This design comes from an exercise in tuning for small area, a short achievable clock period and few clock cycles per item on the open sky130 flow, not from production work. Only simulation tests tie the RTL to the original design; equivalence was not proved.

orange:
## uv_sphere_index_generator
module uv_sphere_index_generator (
    input  logic         clk,
    input  logic         rst_n,
    input  logic         cfg_write,
    input  logic         cfg_index,
    input  logic [8:0]   cfg_data,
    input  logic         in_valid,
    output logic         in_ready,
    input  logic         restart,
    output logic         out_valid,
    input  logic         out_ready,
    output logic [15:0]  first_index,
    output logic [15:0]  second_index,
    output logic [15:0]  third_index,
    output logic         last_triangle
);
    logic [7:0] vm2, hm1;
    logic       lo3, hi256;
    logic [7:0] cfg_m1;
    logic       cap, wrp, half, wf;
    logic [7:0] band, col;
    logic [15:0] r0, r1;
    logic       ov, busy, stale;
    logic [3:0] step;
    assign lo3    = (cfg_data[8:2] == 7'd0);
    assign hi256  = cfg_data[8] && (cfg_data[7:0] != 8'd0);
    assign cfg_m1 = cfg_data[7:0] - 8'd1;
    always_ff @(posedge clk or negedge rst_n)
    begin
        if (!rst_n)
        begin
            vm2 <= 8'd1;
            hm1 <= 8'd2;
        end
        else if (cfg_write)
        begin
            if (cfg_index)
                hm1 <= lo3 ? 8'd2 : (hi256 ? 8'd255 : cfg_m1);
            else
                vm2 <= lo3 ? 8'd1 : (hi256 ? 8'd254 : cfg_m1 - 8'd1);
        end
    end
    logic acc, last;
    assign in_ready  = !busy && (!ov || out_ready);
    assign acc       = in_valid && in_ready;
    assign last      = wrp && half;
    assign out_valid = ov;
    logic [8:0] col_inc, band_inc;
    logic       cge, cap_end, band_end, natural;
  ...
clock: 5.5 ns
lec_check: 0
abc_clock_period_in_ps: 2500
cap_margin: 20
core_margin: 2
core_utilization: 40
setup_slack_margin: 2.5
slew_margin: 20
run.sh (not shown) runs the stock make flow with config.mk's settings and CLKGATE_MAP_FILE= SYNTH_SCRIPT=/design/flow/synth_recipe.tcl, a recipe that flattens the netlist after the stock synthesis.
Testbench counts of orange, summed over its fixed seeds: cycles 115,264, items 115,072.
Edits applied to the flow inputs when going from orange to purple:
- removing ABC_CLOCK_PERIOD_IN_PS (formerly 2500)
Findings:
Comparing orange against purple, there is no change at all in die area. Required time reported for the critical path endpoint across orange and purple: no real change. purple: full flow OK, the timing, design-rule and antenna checks passed. Re aggregate negative setup slack: no difference whatsoever between purple and orange. Per the comparison of purple with orange, vias after detailed routing was more or less identical, flip-flop and latch count saw little to no change.

---

uv_sphere_index_generator, a different RTL version from the one above (not shown whole).
Size: ~1300 cells after synthesis, about 67 I/O pins.
==> flow/config.mk <==
export PLATFORM = sky130hd
export DESIGN_NAME = uv_sphere_index_generator
export DESIGN_NICKNAME = uv_sphere_index_generator
export VERILOG_FILES = /design/flow/design.v
export SDC_FILE = /design/flow/constraint.sdc
export NUM_CORES = 4
export LEC_CHECK = 0
export ABC_AREA = 1
export CAP_MARGIN = 20
export CORE_MARGIN = 2
export CORE_UTILIZATION = 40
export CTS_BUF_LIST = sky130_fd_sc_hd__clkbuf_8
export PLACE_DENSITY = 0.85
export SETUP_SLACK_MARGIN = 3.2
export SLEW_MARGIN = 20
export TNS_END_PERCENT = 20
==> flow/constraint.sdc <==
create_clock -name core_clock -period 5.5 [get_ports {clk}]
set_input_delay 1.1000 -clock core_clock [delete_from_list [all_inputs] [get_ports {clk}]]
set_output_delay 1.1000 -clock core_clock [all_outputs]
set_load 0.01 [all_outputs]
standard.sh (not shown) runs the stock make flow with config.mk's settings and CLKGATE_MAP_FILE= SYNTH_SCRIPT=/design/flow/synth_recipe.tcl, a recipe that flattens the netlist after the stock synthesis.
==> flow/flow/run.sh <==
#!/bin/bash
# The standard layout, with two changes: the port buffers are plain buffers
# (sky130_fd_sc_hd__buf_2) rather than the cell buffer_ports picks by itself,
# and synthesis leaves adders to ABC instead of mapping them to full/half
# adder cells first (ADDER_MAP_FILE empty). Registers are unchanged.
set -euo pipefail
bash standard.sh finish "BUFFER_PORTS_ARGS=-buffer_cell sky130_fd_sc_hd__buf_2" "ADDER_MAP_FILE=" > flow_make.log 2>&1
Testbench counts at the start, summed over its fixed seeds: cycles 115,328, items 115,072.
==> next run, changes <==
--- a/flow/config.mk
+++ b/flow/config.mk
@@ -10,7 +10,4 @@
 export CORE_MARGIN = 2
 export CORE_UTILIZATION = 40
-export CTS_BUF_LIST = sky130_fd_sc_hd__clkbuf_8
-export PLACE_DENSITY = 0.85
-export SETUP_SLACK_MARGIN = 3.2
+export SETUP_SLACK_MARGIN = 3.0
 export SLEW_MARGIN = 20
-export TNS_END_PERCENT = 20
Effect:
- The changed run completed with no timing, DRC or antenna violations
- design area stays flat
- worst hold slack degrades by 20 ps
- clock-buffer cell count is unchanged
- cell count went down by about 0.9%
- wire length came out higher by 2.7%

-- port drivers added, routing unchanged --
In the flow no input, the clock included, has a driving cell. The finished layouts below were timed again as built, in two steps. Step 1 sets driving cells, clkbuf_16 on the clock port and buf_2 on the other inputs (assumed; they add their load-dependent delay and slew). Step 2 times the ports against the registers' clock, not the clock port: input delays grow and output delays shrink by t, the midpoint of the rising clock arrivals with the driver on. Slacks: no drivers / after step 1 / after step 2; pairs: no drivers / after step 1.
run	t (ns)	setup slack, ns	worst hold slack (ns)	worst setup path at the end	worst register clock-pin slew, ns
orange	0.388	1.160 / 1.119 / 1.395	0.506 / 0.506 / 0.506	input to register	0.06 / 0.06
purple	0.388	1.160 / 1.119 / 1.395	0.506 / 0.506 / 0.506	input to register	0.06 / 0.06
the first run of note 2	0.497	3.144 / 3.164 / 2.667	0.567 / 0.567 / 0.567	input to register	0.09 / 0.09
the second run of note 2	0.476	3.095 / 3.124 / 2.648	0.546 / 0.546 / 0.546	input to register	0.08 / 0.08
After both steps setup and hold are still met in every run listed. For the first run of note 2, which loses most, drivers alone change the setup slack by +0.020 ns; drivers and shift together by -0.477 ns.
